Background: an optimization exercise with open tools, aiming at a short achievable clock period and few clock cycles per item. Do not read the settings as production practice.
In this exercise RTL edits were held to simulation tests only and were not proved equivalent to the original.
Power is estimated from default activity; no workload was simulated.

==> job 3153: inputs <==
## go_back_n_sender_core
module go_back_n_sender_core #(
	parameter int WINDOW_DEPTH  = gbn_pkg::WINDOW_DEPTH_DEF,
	parameter int PENDING_DEPTH = gbn_pkg::PENDING_DEPTH_DEF
) (
	input  logic                         clk,
	input  logic                         arst_n,
	input  logic                         cfg_wr_en,
	input  logic [gbn_pkg::LIMIT_W-1:0]  cfg_wr_data,
	input  logic                         in_valid,
	output logic                         in_stall,
	input  logic [1:0]                   action,
	input  logic [gbn_pkg::SEQ_W-1:0]    frame_seq,
	input  logic [gbn_pkg::TAG_W-1:0]    frame_tag,
	input  logic [gbn_pkg::LEN_W-1:0]    frame_length,
	input  logic [gbn_pkg::SEQ_W-1:0]    ack_number,
	output logic                         out_valid,
	input  logic                         out_stall,
	output logic [gbn_pkg::SEQ_W-1:0]    out_seq,
	output logic [gbn_pkg::TAG_W-1:0]    out_tag,
	output logic [gbn_pkg::LEN_W-1:0]    out_length,
	output logic                         dropped,
	output logic                         last
);
export LEC_CHECK = 0
export ABC_CLOCK_PERIOD_IN_PS = 1000
export CAP_MARGIN = 20
export CORE_MARGIN = 2
export CORE_UTILIZATION = 45
export SETUP_SLACK_MARGIN = 2.3
export SLEW_MARGIN = 20
export TNS_END_PERCENT = 10
create_clock -name core_clock -period 4.5 [get_ports {clk}]
standard.sh (not shown) runs the stock make flow with config.mk's settings and CLKGATE_MAP_FILE= SYNTH_SCRIPT=/design/flow/synth_recipe.tcl, a recipe that flattens the netlist after the stock synthesis.
==> flow/flow/run.sh <==
#!/bin/bash
# The standard layout (standard.sh: ORFS from the standard synthesis to
# finish), with one change: the port buffers that placement inserts are a
# plain buf_4 instead of the cell buffer_ports picks by default (a slow
# clkdlybuf4s50). Every port is still buffered. The make output goes to
# flow_make.log; ORFS keeps each step's log under orfs/logs/.
set -euo pipefail
export BUFFER_PORTS_ARGS="-buffer_cell sky130_fd_sc_hd__buf_4"
bash standard.sh > flow_make.log 2>&1
==> inputs of job 3097, as changes to job 3153 <==
--- a/flow/design.v
+++ b/flow/design.v
@@ -102,10 +102,11 @@
 	logic [RING-1:0]        head_h;     
 	logic [RW-1:0]          head_b;     
 	logic [RING-1:0]        tail_h;     
 	logic [NK-1:0]          win_h;      
 	logic [PENDING_DEPTH:1] bl_t;       
+	logic [PENDING_DEPTH:1] n_bl;       
 	logic                   i_v;
 	logic [1:0]             i_act;
 	logic [FW-1:0]          i_fr;
 	logic [WINDOW_DEPTH:1]  i_lim;
 	logic [2:0]             i_cmp [RING];  
@@ -121,22 +122,23 @@
 	logic                   i_wr;       
 	logic [RING-1:0]        i_slot;     
 	assign accept   = in_valid && !stall_q;
 	assign in_stall = stall_q;
 	assign full     = bl_t[PENDING_DEPTH];
-	assign p_wr     = p_send && !full;
 	assign i_wr     = i_v && (i_act == gbn_pkg::ACT_SEND);
 	assign i_slot   = p_wr ? rotl(tail_h, 1) : tail_h;
 	always_ff @(posedge clk or negedge arst_n) begin
 		if (!arst_n) begin
 			i_v    <= 1'b0;
 			p_send <= 1'b0;
+			p_wr   <= 1'b0;
 			p_tmo  <= 1'b0;
 			p_ackt <= 1'b0;
 		end else begin
 			i_v    <= accept;
 			p_send <= i_v && (i_act == gbn_pkg::ACT_SEND);
+			p_wr   <= i_v && (i_act == gbn_pkg::ACT_SEND) && !n_bl[PENDING_DEPTH];
 			p_tmo  <= i_v && (i_act == gbn_pkg::ACT_TIMEOUT);
 			p_ackt <= i_v && (i_act == gbn_pkg::ACT_ACK);
 		end
 	end
 	always_ff @(posedge clk) begin
@@ -199,11 +201,10 @@
 	logic [NK-1:0]           o_win  [NK];
 	logic [PENDING_DEPTH:1]  o_bl   [NK];
 	logic [2:0]              o_cnt  [NK];
 	logic                    o_push [NK];
 	logic [NK-1:0]           n_win;
-	logic [PENDING_DEPTH:1]  n_bl;
 	logic [RING-1:0]         n_head;
 	logic [RW-1:0]           n_headb;
 	logic [WINDOW_DEPTH-1:0] n_le;
 	logic                    d_push;
 	logic [RW-1:0]           d_start;
@@ -357,30 +358,33 @@
 	logic              g_last;
 	logic [RW-1:0]     g_hd;
 	logic [FW-1:0]     g_rd;
 	logic              out_free;
 	logic              g_done;
-	logic              out_v_q;
+	logic              out_v_q;           
+	logic              out_idle_q;        
 	logic [FW-1:0]     out_fr_q;
 	logic              out_drop_q;
 	logic              out_last_q;
 	always_comb begin
 		g_rd = '0;
 		for (int s = 0; s < RING; s++) begin
 			g_rd = g_rd | ({FW{g_ptr[s]}} & ring[s]);
 		end
 	end
-	assign out_free = !out_v_q || !out_stall;
+	assign out_free = out_idle_q || !out_stall;
 	assign g_last   = (g_rem == 3'd1);
 	assign g_done   = out_free && (!g_v || g_last);
 	assign dq_pop   = g_done && dq_t[1];
 	always_ff @(posedge clk or negedge arst_n) begin
 		if (!arst_n) begin
 			g_v     <= 1'b0;
-			out_v_q <= 1'b0;
+			out_v_q    <= 1'b0;
+			out_idle_q <= 1'b1;
 		end else if (out_free) begin
-			out_v_q <= g_v;
+			out_v_q    <= g_v;
+			out_idle_q <= !g_v;
 			if (!g_v || g_last) begin
 				g_v <= dq_t[1];
 			end
 		end
 	end
- TNS_END_PERCENT: 10 -> 30
==> qor summary <==
metric                                                                            job 3153                 job 3097
Max-slew headroom at the worst pin                                                   0.237                    0.193
Antenna violations before repair                                                        27                       34
Vias per Instance                                                                     7.06                     7.21
Critical path destination                                           out_fr_q[41]$_DFFE_PP_     dq_e[3][7]$_DFFE_PP_
Largest fanout of any net on the critical path                                          35                       17
First-pass GRT wire length                                                          587 mm                   626 mm
Result of the run                                                  complete, no violations  complete, no violations
Die area                                                                       228000 um^2              227000 um^2
Crit path launch                                                       g_ptr[28]$_DFFE_PP_        bl_t[4]$_DFF_PN0_
Layout net count                                                                      9267                     9405
Fraction of synthesized cell area taken by the top area cell type                    0.527                    0.529
Setup slack of the critical path after layout                                      1.81 ns                  1.87 ns
Synth Area in Adders                                                                 0.128                    0.128
Met1 layer wirelength in the final routing                                          169 mm                   168 mm
Leakage                                                                          0.0454 uW                0.0476 uW
Met2 Usage GRT                                                                       0.528                    0.573
Layout non-clock buf frac                                                           0.0743                   0.0956
Antenna Diode Count                                                                     21                       13
Combinational cell fraction of total power                                           0.188                    0.286
Filler cell count in the final layout                                                18131                    17527
Number of synthesized register bits                                                   2082                     2084
Sequential group share of total power                                                0.431                    0.381
Startpoint of the lowest-slack register-to-register path               g_ptr[28]$_DFFE_PP_        bl_t[4]$_DFF_PN0_
Testbench counts of job 3153, summed over its fixed seeds: cycles 2,531, items 2,400.
Testbench counts of job 3097, summed over its fixed seeds: cycles 2,531, items 2,400.

==> port drivers added, routing unchanged <==
No port has a modelled driver above. Below, the same layouts with a new extraction and two added sets of constraints.
Step 1 assumes that a clkbuf_16 drives the clock port and a buf_2 every other input.
Step 2, shift: input delay + t, output delay - t, t = (earliest + latest rising clock arrival at the registers) / 2. This alone moves slack from input paths to output paths.
a / b / c = no drivers / after step 1 / after step 2; a / b = the first two.
| run | t (ns) | setup slack, ns | hold WS [ns] | worst data-port slew with drivers (ns) | pins driven straight from the clock port |
|---|---|---|---|---|---|
| job 3153 | 0.962 | 1.805 / 1.805 / 1.006 | 0.068 / 0.015 / 0.424 | 0.07 | 1 |
| job 3097 | 0.982 | 1.871 / 1.871 / 1.065 | 0.007 / -0.027 / 0.423 | 0.17 | 1 |
After both steps every run listed still meets setup and hold. For job 3097, which loses most, drivers alone change the setup slack by 0.000 ns; drivers and shift together by -0.806 ns.
